What follows belongs to an exercise in optimizing a design on an open flow for small area; a production flow would make more cautious choices. At most, simulation tests tie the RTL to the original design; equivalence was not proved. No driver is modelled on the clock port, so clocking that relies on it looks cheaper here than on a real chip.

==> trial 20 <==
==> flow/design.v <==
`default_nettype none
package sccb_pkg;
  localparam logic [6:0] SCCB_DEV_ID = 7'h21;
  function automatic logic [7:0] sccb_wr_id(input logic [6:0] dev_id);
    sccb_wr_id = {dev_id, 1'b0};
  endfunction
  function automatic logic [7:0] sccb_rd_id(input logic [6:0] dev_id);
    sccb_rd_id = {dev_id, 1'b1};
  endfunction
  localparam logic [7:0] SCCB_WR_ID = sccb_wr_id(SCCB_DEV_ID);
  localparam logic [7:0] SCCB_RD_ID = sccb_rd_id(SCCB_DEV_ID);
  typedef enum logic [3:0] {
    ST_IDLE      = 4'd0,
    ST_ID        = 4'd1,
    ST_ID_ACK    = 4'd2,
    ST_SUB       = 4'd3,
    ST_SUB_ACK   = 4'd4,
    ST_WDATA     = 4'd5,
    ST_WDATA_ACK = 4'd6,
    ST_RDATA     = 4'd7,
    ST_RD_NACK   = 4'd8,
    ST_IGNORE    = 4'd9
  } sccb_state_e;
endpackage
`default_nettype wire
`default_nettype none
module sccb_line_filter #(
  parameter int FILT_LEN = 4
) (
  input  logic i_clk,
  input  logic i_rst,
  input  logic i_line,
  output logic o_level,
  output logic o_rise,
  output logic o_fall
);
  localparam int CW = (FILT_LEN > 2) ? $clog2(FILT_LEN) : 1;
  logic [1:0]    sync_q;
  logic [CW-1:0] cnt_q, cnt_d;
  logic          level_q, level_d;
  logic          rise_q, rise_d;
  logic          fall_q, fall_d;
  always_comb begin
    cnt_d   = '0;
    level_d = level_q;
    rise_d  = 1'b0;
    fall_d  = 1'b0;
    if (sync_q[1] != level_q) begin
      if (cnt_q == CW'(FILT_LEN - 1)) begin
        level_d = sync_q[1];
        rise_d  = sync_q[1];
        fall_d  = ~sync_q[1];
      end else begin
        cnt_d = cnt_q + CW'(1);
      end
    end
  end
  always_ff @(posedge i_clk or posedge i_rst) begin
    if (i_rst) begin
      sync_q  <= 2'b11;
      cnt_q   <= '0;
      level_q <= 1'b1;
      rise_q  <= 1'b0;
      fall_q  <= 1'b0;
    end else begin
      sync_q  <= {sync_q[0], i_line};
      cnt_q   <= cnt_d;
      level_q <= level_d;
      rise_q  <= rise_d;
      fall_q  <= fall_d;
    end
  end
  assign o_level = level_q;
  assign o_rise  = rise_q;
  assign o_fall  = fall_q;
endmodule
`default_nettype wire
`default_nettype none
import sccb_pkg::*;
module sccb_responder #(
  parameter logic [6:0] DEV_ID   = SCCB_DEV_ID,
  parameter int         FILT_LEN = 4
) (
  input  logic       i_clk,
  input  logic       i_rst,
  input  logic       i_SCL,
  input  logic       i_SDA,
  output logic       o_SDA_oe,
  output logic       o_wr_valid,
  output logic [7:0] o_wr_addr,
  output logic [7:0] o_wr_data,
  input  logic [7:0] i_dbg_addr,
  output logic [7:0] o_dbg_data,
  output logic       o_busy,
  output logic       o_err
);
  localparam logic [7:0] WR_ID = {DEV_ID, 1'b0};
  localparam logic [7:0] RD_ID = {DEV_ID, 1'b1};
  logic scl_lvl, scl_rise, scl_fall;
  logic sda_lvl, sda_rise, sda_fall;
  sccb_line_filter #(.FILT_LEN(FILT_LEN)) u_scl_filt (
    .i_clk   (i_clk),
    .i_rst   (i_rst),
    .i_line  (i_SCL),
    .o_level (scl_lvl),
    .o_rise  (scl_rise),
    .o_fall  (scl_fall)
  );
  sccb_line_filter #(.FILT_LEN(FILT_LEN)) u_sda_filt (
    .i_clk   (i_clk),
    .i_rst   (i_rst),
    .i_line  (i_SDA),
    .o_level (sda_lvl),
    .o_rise  (sda_rise),
    .o_fall  (sda_fall)
  );
  logic start_evt, stop_evt;
  assign start_evt = sda_fall & scl_lvl;
  assign stop_evt  = sda_rise & scl_lvl;
  sccb_pkg::sccb_state_e state_q, state_d;
  logic [3:0]  bit_cnt_q, bit_cnt_d;
  logic [7:0]  shift_q, shift_d;
  logic [7:0]  sub_q, sub_d;
  logic [7:0]  sub_inc;
  logic        sda_oe_q, sda_oe_d;
  logic        wr_valid_q, wr_valid_d;
  logic        wr_seen_q;
  logic        busy_q, busy_d;
  logic        err_q, err_d;
  logic        wr_en;
  logic [7:0]  dbg_data_q, dbg_data_d;
  logic        rd_mode_q, rd_mode_d;
  logic [5:0]    ph_q;
  logic [2047:0] ring_q;
  logic [31:0]   top_w, ins_w;
  logic [7:0]    pend_addr_q, pend_data_q;
  logic [7:0]    pf_q;
  logic [7:0]    pf_addr;
  logic          pf_hit;
  assign top_w = ring_q[2047:2016];
  always_comb begin
    ins_w = top_w;
    if (pend_addr_q[7:2] == ~ph_q) begin
      case (pend_addr_q[1:0])
        2'd0: ins_w[7:0]   = pend_data_q;
        2'd1: ins_w[15:8]  = pend_data_q;
        2'd2: ins_w[23:16] = pend_data_q;
        default: ins_w[31:24] = pend_data_q;
      endcase
    end
  end
  assign pf_addr = (state_q == ST_RDATA || state_q == ST_RD_NACK) ? sub_inc : sub_q;
  assign pf_hit  = (pf_addr[7:2] == ~ph_q);
  logic [5:0] dbg_pos;
  logic [7:0] dbg_ring;
  assign dbg_pos = i_dbg_addr[7:2] + ph_q;
  logic [7:0]  rsel;
  logic [7:0]  sel_lo_n;
  logic [31:0] sel_hi_n;
  assign rsel = {dbg_pos, i_dbg_addr[1:0]};
  always_comb begin
    for (int i = 0; i < 8; i++)  sel_lo_n[i] = (rsel[2:0] != 3'(i));
    for (int i = 0; i < 32; i++) sel_hi_n[i] = (rsel[7:3] != 5'(i));
  end
  for (genvar b = 0; b < 8; b++) begin : g_rd_bit
    logic [31:0] grp;
    logic [15:0] pair_n;
    logic [3:0]  quad;
    for (genvar j = 0; j < 32; j++) begin : g_grp
      logic [3:0] t_n;
      for (genvar k = 0; k < 4; k++) begin : g_t
        sccb_oai22 u_t (
          .i_a1 (ring_q[(j*8+2*k)*8+b]),   .i_a2 (sel_lo_n[2*k]),
          .i_b1 (ring_q[(j*8+2*k+1)*8+b]), .i_b2 (sel_lo_n[2*k+1]),
          .o_y  (t_n[k])
        );
      end
      sccb_nor4 u_g (.i_a(t_n[0]), .i_b(t_n[1]), .i_c(t_n[2]), .i_d(t_n[3]), .o_y(grp[j]));
    end
    for (genvar k = 0; k < 16; k++) begin : g_pair
      sccb_oai22 u_p (
        .i_a1 (grp[2*k]),   .i_a2 (sel_hi_n[2*k]),
        .i_b1 (grp[2*k+1]), .i_b2 (sel_hi_n[2*k+1]),
        .o_y  (pair_n[k])
      );
    end
    for (genvar k = 0; k < 4; k++) begin : g_quad
      sccb_nor4 u_q (.i_a(pair_n[4*k]), .i_b(pair_n[4*k+1]), .i_c(pair_n[4*k+2]), .i_d(pair_n[4*k+3]), .o_y(quad[k]));
    end
    assign dbg_ring[b] = &quad;
  end
  assign dbg_data_d = (pend_addr_q == i_dbg_addr) ? pend_data_q : dbg_ring;
  always_ff @(posedge i_clk) begin
    ph_q   <= ph_q + 6'd1;
    ring_q <= {ring_q[2015:0], ins_w};
    if (wr_en) begin
      pend_addr_q <= sub_q;
      pend_data_q <= shift_q;
    end
    if (pf_hit) pf_q <= ins_w[{pf_addr[1:0], 3'b000} +: 8];
    dbg_data_q <= dbg_data_d;
  end
  assign sub_inc = sub_q + 8'd1;
  always_comb begin
    state_d    = state_q;
    bit_cnt_d  = bit_cnt_q;
    shift_d    = shift_q;
    sub_d      = sub_q;
    sda_oe_d   = sda_oe_q;
    wr_valid_d = 1'b0;
    busy_d     = busy_q;
    err_d      = err_q;
    wr_en      = 1'b0;
    rd_mode_d  = rd_mode_q;
    if (start_evt) begin
      if (state_q == ST_WDATA && bit_cnt_q != 4'd0) err_d = 1'b1;
      state_d   = ST_ID;
      bit_cnt_d = 4'd0;
      sda_oe_d  = 1'b0;
      busy_d    = 1'b1;
    end else if (stop_evt) begin
      state_d   = ST_IDLE;
      bit_cnt_d = 4'd0;
      sda_oe_d  = 1'b0;
      busy_d    = 1'b0;
    end else begin
      case (state_q)
        ST_ID, ST_SUB, ST_WDATA: begin
          if (scl_rise) begin
            shift_d   = {shift_q[6:0], sda_lvl};
            bit_cnt_d = bit_cnt_q + 4'd1;
          end else if (scl_fall && bit_cnt_q == 4'd8) begin
            bit_cnt_d = 4'd0;
            sda_oe_d  = 1'b1;
            if (state_q == ST_ID) begin
              if (shift_q == WR_ID) begin
                state_d = ST_ID_ACK;
                rd_mode_d = 1'b0;
              end else if (shift_q == RD_ID) begin
                state_d   = ST_ID_ACK;
                rd_mode_d = 1'b1;
              end else begin
                state_d  = ST_IGNORE;
                sda_oe_d = 1'b0;
              end
            end else if (state_q == ST_SUB) begin
              sub_d   = shift_q;
              state_d = ST_SUB_ACK;
            end else begin
              state_d = ST_WDATA_ACK;
            end
          end
        end
        ST_ID_ACK: begin
          if (scl_fall) begin
            bit_cnt_d = 4'd0;
            if (rd_mode_q) begin
              state_d  = ST_RDATA;
              shift_d  = pf_q;
              sda_oe_d = ~pf_q[7];
            end else begin
              state_d  = ST_SUB;
              sda_oe_d = 1'b0;
            end
          end
        end
        ST_SUB_ACK: begin
          if (scl_fall) begin
            state_d   = ST_WDATA;
            bit_cnt_d = 4'd0;
            sda_oe_d  = 1'b0;
          end
        end
        ST_WDATA_ACK: begin
          if (scl_fall) begin
            wr_en      = 1'b1;
            wr_valid_d = 1'b1;
            sub_d      = sub_inc;
            state_d    = ST_WDATA;
            bit_cnt_d  = 4'd0;
            sda_oe_d   = 1'b0;
          end
        end
        ST_RDATA: begin
          if (scl_rise) begin
            bit_cnt_d = bit_cnt_q + 4'd1;
          end else if (scl_fall) begin
            if (bit_cnt_q == 4'd8) begin
              state_d   = ST_RD_NACK;
              bit_cnt_d = 4'd0;
              sda_oe_d  = 1'b0;
            end else begin
              shift_d  = {shift_q[6:0], 1'b0};
              sda_oe_d = ~shift_q[6];
            end
          end
        end
        ST_RD_NACK: begin
          if (scl_rise) begin
            shift_d = {shift_q[6:0], sda_lvl};
          end else if (scl_fall) begin
            bit_cnt_d = 4'd0;
            if (shift_q[0]) begin
              state_d = ST_IGNORE;
            end else begin
              state_d  = ST_RDATA;
              sub_d    = sub_inc;
              shift_d  = pf_q;
              sda_oe_d = ~pf_q[7];
            end
          end
        end
        default: ;
      endcase
    end
  end
  always_ff @(posedge i_clk or posedge i_rst) begin
    if (i_rst) begin
      state_q    <= ST_IDLE;
      bit_cnt_q  <= 4'd0;
      shift_q    <= 8'h00;
      sub_q      <= 8'h00;
      sda_oe_q   <= 1'b0;
      wr_valid_q <= 1'b0;
      wr_seen_q  <= 1'b0;
      busy_q     <= 1'b0;
      err_q      <= 1'b0;
      rd_mode_q  <= 1'b0;
    end else begin
      state_q    <= state_d;
      bit_cnt_q  <= bit_cnt_d;
      shift_q    <= shift_d;
      sub_q      <= sub_d;
      sda_oe_q   <= sda_oe_d;
      wr_valid_q <= wr_valid_d;
      if (wr_en) wr_seen_q <= 1'b1;
      busy_q     <= busy_d;
      err_q      <= err_d;
      rd_mode_q  <= rd_mode_d;
    end
  end
  assign o_SDA_oe   = sda_oe_q;
  assign o_wr_valid = wr_valid_q;
  assign o_wr_addr  = wr_seen_q ? pend_addr_q : 8'h00;
  assign o_wr_data  = wr_seen_q ? pend_data_q : 8'h00;
  assign o_dbg_data = dbg_data_q;
  assign o_busy     = busy_q;
  assign o_err      = err_q;
endmodule
`default_nettype wire
`default_nettype none
module sccb_oai22 (
  input  logic i_a1,
  input  logic i_a2,
  input  logic i_b1,
  input  logic i_b2,
  output logic o_y
);
  assign o_y = ~((i_a1 | i_a2) & (i_b1 | i_b2));
endmodule
module sccb_nor4 (
  input  logic i_a,
  input  logic i_b,
  input  logic i_c,
  input  logic i_d,
  output logic o_y
);
  assign o_y = ~(i_a | i_b | i_c | i_d);
endmodule
`default_nettype wire
==> flow/flow/run.sh <==
#!/bin/bash
# Standard synthesis, then every combinational cell downsized to the
# smallest of its family, then the standard layout with a clock tree built
# without dummy loads and with small port buffers.
set -euo pipefail
RES="$PWD/orfs/results/${FLOW_PLATFORM}/sccb_responder/base"

bash standard.sh synth > synth.log 2>&1

RESULTS_DIR="$RES" openroad -no_init -exit flow/downsize.tcl > downsize.log 2>&1

export CTS_ARGS="-sink_clustering_enable -repair_clock_nets -dont_use_dummy_load -buf_list sky130_fd_sc_hd__clkbuf_8 -sink_clustering_size 18 -sink_clustering_max_diameter 45"
export BUFFER_PORTS_ARGS="-buffer_cell sky130_fd_sc_hd__buf_1"
bash standard.sh finish > layout.log 2>&1
==> flow/flow/downsize.tcl <==
# Swap every combinational cell of the synthesized netlist for the smallest
# cell of its family (same function and pins, lowest drive strength).
# Registers keep their cells. Later repair steps size up what timing,
# slew or capacitance need.
set results $::env(RESULTS_DIR)
read_db $results/1_synth.odb

# The platform's don't-use cells (lpflow_*, probe_*) have an extra "_" in
# their names, so the family pattern below never matches them.
set dont_use {}
if { [info exists ::env(DONT_USE_CELLS)] } { set dont_use [split $::env(DONT_USE_CELLS)] }
set db [ord::get_db]
set block [ord::get_db_block]

set fam_best [dict create]
foreach lib [$db getLibs] {
  foreach m [$lib getMasters] {
    set n [$m getName]
    if { [lsearch -exact $dont_use $n] >= 0 } { continue }
    if { ![regexp {^(sky130_fd_sc_hd__[a-z0-9]+)_([0-9]+)$} $n -> fam drive] } { continue }
    set a [expr { [$m getWidth] * [$m getHeight] }]
    if { ![dict exists $fam_best $fam] || $a < [lindex [dict get $fam_best $fam] 1] } {
      dict set fam_best $fam [list $m $a]
    }
  }
}

set swapped 0
set saved 0
foreach inst [$block getInsts] {
  set m [$inst getMaster]
  set n [$m getName]
  if { ![regexp {^(sky130_fd_sc_hd__[a-z0-9]+)_([0-9]+)$} $n -> fam drive] } { continue }
  # leave flip-flops, latches and clock cells alone
  if { [regexp {__(df|edf|sdf|dl|sdl|clk|conb|tap|fill|decap)} $n] } { continue }
  if { ![dict exists $fam_best $fam] } { continue }
  lassign [dict get $fam_best $fam] best a
  set cur [expr { [$m getWidth] * [$m getHeight] }]
  if { $a < $cur } {
    if { [$inst swapMaster $best] } {
      incr swapped
      set saved [expr { $saved + $cur - $a }]
    }
  }
}
puts "downsize: swapped $swapped cells, saved [expr { $saved / 1.0e6 }] um^2"
write_db $results/1_synth.odb
==> flow/standard.sh <==
#!/bin/bash
# synth_recipe.tcl (not shown) runs the flow's synth.tcl, then flattens the netlist and writes it again
# the make line also repeats each setting of config.mk as NAME=value (left out here)
make -C /OpenROAD-flow-scripts/flow DESIGN_CONFIG=/design/flow/config.mk WORK_HOME=/design/flow/orfs CLKGATE_MAP_FILE= SYNTH_SCRIPT=/design/flow/synth_recipe.tcl "${@:-finish}"
==> flow/config.mk <==
export PLATFORM = sky130hd
export DESIGN_NAME = sccb_responder
export DESIGN_NICKNAME = sccb_responder
export VERILOG_FILES = /design/flow/design.v
export SDC_FILE = /design/flow/constraint.sdc
export NUM_CORES = 4
export LEC_CHECK = 0
export CAP_MARGIN = 20
export CORE_MARGIN = 2
export CORE_UTILIZATION = 40
export SLEW_MARGIN = 20
export SYNTH_HIERARCHICAL = 1
==> flow/constraint.sdc <==
create_clock -name core_clock -period 10.0 [get_ports {i_clk}]
set_input_delay 2.0000 -clock core_clock [delete_from_list [all_inputs] [get_ports {i_clk}]]
set_output_delay 2.0000 -clock core_clock [all_outputs]
set_load 0.01 [all_outputs]
==> inputs of trial 55, as changes to trial 20 <==
--- a/flow/design.v
+++ b/flow/design.v
@@ -35,5 +35,5 @@
   output logic o_fall
 );
-  localparam int CW = (FILT_LEN > 2) ? $clog2(FILT_LEN) : 1;
+  localparam int CW = (FILT_LEN <= 2) ? 1 : (FILT_LEN <= 4) ? 2 : (FILT_LEN <= 8) ? 3 : 4;
   logic [1:0]    sync_q;
   logic [CW-1:0] cnt_q, cnt_d;
@@ -156,37 +156,32 @@
   assign dbg_pos = i_dbg_addr[7:2] + ph_q;
   logic [7:0]  rsel;
-  logic [7:0]  sel_lo_n;
-  logic [31:0] sel_hi_n;
+  logic [63:0] sel_lo_n;
+  logic [3:0]  sel_hi_n;
   assign rsel = {dbg_pos, i_dbg_addr[1:0]};
   always_comb begin
-    for (int i = 0; i < 8; i++)  sel_lo_n[i] = (rsel[2:0] != 3'(i));
-    for (int i = 0; i < 32; i++) sel_hi_n[i] = (rsel[7:3] != 5'(i));
+    for (int i = 0; i < 64; i++) sel_lo_n[i] = (rsel[5:0] != 6'(i));
+    for (int i = 0; i < 4; i++)  sel_hi_n[i] = (rsel[7:6] != 2'(i));
   end
   for (genvar b = 0; b < 8; b++) begin : g_rd_bit
-    logic [31:0] grp;
-    logic [15:0] pair_n;
-    logic [3:0]  quad;
-    for (genvar j = 0; j < 32; j++) begin : g_grp
-      logic [3:0] t_n;
-      for (genvar k = 0; k < 4; k++) begin : g_t
+    logic [3:0] grp;
+    for (genvar j = 0; j < 4; j++) begin : g_grp
+      logic [31:0] t_n;
+      logic [7:0]  oct;
+      logic [1:0]  half_n;
+      for (genvar k = 0; k < 32; k++) begin : g_t
         sccb_oai22 u_t (
-          .i_a1 (ring_q[(j*8+2*k)*8+b]),   .i_a2 (sel_lo_n[2*k]),
-          .i_b1 (ring_q[(j*8+2*k+1)*8+b]), .i_b2 (sel_lo_n[2*k+1]),
+          .i_a1 (ring_q[(j*64+2*k)*8+b]),   .i_a2 (sel_lo_n[2*k]),
+          .i_b1 (ring_q[(j*64+2*k+1)*8+b]), .i_b2 (sel_lo_n[2*k+1]),
           .o_y  (t_n[k])
         );
       end
-      sccb_nor4 u_g (.i_a(t_n[0]), .i_b(t_n[1]), .i_c(t_n[2]), .i_d(t_n[3]), .o_y(grp[j]));
-    end
-    for (genvar k = 0; k < 16; k++) begin : g_pair
-      sccb_oai22 u_p (
-        .i_a1 (grp[2*k]),   .i_a2 (sel_hi_n[2*k]),
-        .i_b1 (grp[2*k+1]), .i_b2 (sel_hi_n[2*k+1]),
-        .o_y  (pair_n[k])
-      );
-    end
-    for (genvar k = 0; k < 4; k++) begin : g_quad
-      sccb_nor4 u_q (.i_a(pair_n[4*k]), .i_b(pair_n[4*k+1]), .i_c(pair_n[4*k+2]), .i_d(pair_n[4*k+3]), .o_y(quad[k]));
+      for (genvar m = 0; m < 8; m++) begin : g_oct
+        sccb_nor4 u_o (.i_a(t_n[4*m]), .i_b(t_n[4*m+1]), .i_c(t_n[4*m+2]), .i_d(t_n[4*m+3]), .o_y(oct[m]));
+      end
+      sccb_nand4 u_h0 (.i_a(oct[0]), .i_b(oct[1]), .i_c(oct[2]), .i_d(oct[3]), .o_y(half_n[0]));
+      sccb_nand4 u_h1 (.i_a(oct[4]), .i_b(oct[5]), .i_c(oct[6]), .i_d(oct[7]), .o_y(half_n[1]));
+      sccb_nor3  u_g  (.i_a(half_n[0]), .i_b(half_n[1]), .i_c(sel_hi_n[j]), .o_y(grp[j]));
     end
-    assign dbg_ring[b] = &quad;
+    assign dbg_ring[b] = |grp;
   end
   assign dbg_data_d = (pend_addr_q == i_dbg_addr) ? pend_data_q : dbg_ring;
@@ -359,4 +354,21 @@
   assign o_y = ~((i_a1 | i_a2) & (i_b1 | i_b2));
 endmodule
+module sccb_nand4 (
+  input  logic i_a,
+  input  logic i_b,
+  input  logic i_c,
+  input  logic i_d,
+  output logic o_y
+);
+  assign o_y = ~(i_a & i_b & i_c & i_d);
+endmodule
+module sccb_nor3 (
+  input  logic i_a,
+  input  logic i_b,
+  input  logic i_c,
+  output logic o_y
+);
+  assign o_y = ~(i_a | i_b | i_c);
+endmodule
 module sccb_nor4 (
   input  logic i_a,
--- a/flow/flow/run.sh
+++ b/flow/flow/run.sh
@@ -10,5 +10,5 @@
 RESULTS_DIR="$RES" openroad -no_init -exit flow/downsize.tcl > downsize.log 2>&1
 
-export CTS_ARGS="-sink_clustering_enable -repair_clock_nets -dont_use_dummy_load -buf_list sky130_fd_sc_hd__clkbuf_8 -sink_clustering_size 18 -sink_clustering_max_diameter 45"
+export CTS_ARGS="-sink_clustering_enable -repair_clock_nets -dont_use_dummy_load -buf_list sky130_fd_sc_hd__clkbuf_8 -sink_clustering_buffer sky130_fd_sc_hd__clkbuf_16 -sink_clustering_size 30 -sink_clustering_max_diameter 80"
 export BUFFER_PORTS_ARGS="-buffer_cell sky130_fd_sc_hd__buf_1"
 bash standard.sh finish > layout.log 2>&1
==> inputs of build 85, as changes to trial 20 <==
--- a/flow/design.v
+++ b/flow/design.v
@@ -35,5 +35,5 @@
   output logic o_fall
 );
-  localparam int CW = (FILT_LEN > 2) ? $clog2(FILT_LEN) : 1;
+  localparam int CW = (FILT_LEN <= 2) ? 1 : (FILT_LEN <= 4) ? 2 : (FILT_LEN <= 8) ? 3 : 4;
   logic [1:0]    sync_q;
   logic [CW-1:0] cnt_q, cnt_d;
--- a/flow/flow/run.sh
+++ b/flow/flow/run.sh
@@ -10,5 +10,5 @@
 RESULTS_DIR="$RES" openroad -no_init -exit flow/downsize.tcl > downsize.log 2>&1
 
-export CTS_ARGS="-sink_clustering_enable -repair_clock_nets -dont_use_dummy_load -buf_list sky130_fd_sc_hd__clkbuf_8 -sink_clustering_size 18 -sink_clustering_max_diameter 45"
+export CTS_ARGS="-sink_clustering_enable -repair_clock_nets -dont_use_dummy_load -buf_list sky130_fd_sc_hd__clkbuf_4 -sink_clustering_buffer sky130_fd_sc_hd__clkbuf_16 -sink_clustering_size 35 -sink_clustering_max_diameter 70"
 export BUFFER_PORTS_ARGS="-buffer_cell sky130_fd_sc_hd__buf_1"
 bash standard.sh finish > layout.log 2>&1
==> inputs of build 32, as changes to trial 20 <==
--- a/flow/design.v
+++ b/flow/design.v
@@ -35,5 +35,5 @@
   output logic o_fall
 );
-  localparam int CW = (FILT_LEN > 2) ? $clog2(FILT_LEN) : 1;
+  localparam int CW = (FILT_LEN <= 2) ? 1 : (FILT_LEN <= 4) ? 2 : (FILT_LEN <= 8) ? 3 : 4;
   logic [1:0]    sync_q;
   logic [CW-1:0] cnt_q, cnt_d;
==> reports/metrics.yaml <==
die_height_um: 376
drt-total-wl_um: 138000
worstMarginPinSlew_ns: 1.23
seq_cell_power_mw: 8.73
status: "complete, no violations"
(the above is from build 85)
==> reports/metrics.yaml <==
seq_cell_power_mw: 8.77
worstMarginPinSlew_ns: 1.15
row_count: 136
synth_fp_nets: 4114
maxUsedRoutingLayer: "met5"
status: "complete, no violations"
die_height_um: 376
(the above is from trial 55)
==> reports/metrics.yaml <==
status: "complete, no violations"
clock_net_power_mw: 3.88
seq_cell_power_mw: 8.72
die_height_um: 376
cp.depth: 10
worstMarginPinSlew_ns: 1.21
drt-total-wl_um: 139000
(the above is from build 32)
==> reports/metrics.yaml <==
syn_to_final_growth_pct: 9.02
status: "complete, no violations"
worstMarginPinSlew_ns: 1.21
seq_cell_power_mw: 8.72
ctsRootBufferMaster: "clkbuf_8"
n_sequential_cell: 2130
drt-total-wl_um: 139000
cp.required_ns: 10.69
slew_headroom_pct: 18.5
(the above is from trial 20)
No functional check of the RTL was part of trial 20 and trial 55.

port drivers added, routing unchanged:
Ports are ideal in the flow. The routed layouts listed here were re-timed in OpenROAD. Step 1 (the two cells are an assumption about what drives the block):
set clk [get_ports {i_clk}]
set_driving_cell -lib_cell sky130_fd_sc_hd__clkbuf_16 $clk
set_driving_cell -lib_cell sky130_fd_sc_hd__buf_2 [delete_from_list [all_inputs] $clk]
Step 2 also shifts input and output timing later by t, the mid clock arrival at the registers, as if the neighbouring blocks saw the same clock. a / b / c = ideal ports / drivers / drivers and shift; a / b = the first two.
run	t (ns)	slack for setup (ns)	latest minus earliest clock arrival (ns)	worst slew at a driven data input, ns	pins driven straight from the clock port
trial 20	0.924	4.071 / 4.126 / 3.202	0.134 / 0.133	0.03	1
trial 55	0.899	4.090 / 4.140 / 3.241	0.090 / 0.090	0.11	1
build 85	1.172	4.244 / 4.293 / 3.121	0.172 / 0.172	0.03	1
build 32	0.924	4.071 / 4.126 / 3.202	0.134 / 0.133	0.03	1
After both steps setup and hold are still met in every run listed. For build 85, which loses most, drivers alone change the setup slack by +0.049 ns; drivers and shift together by -1.123 ns.
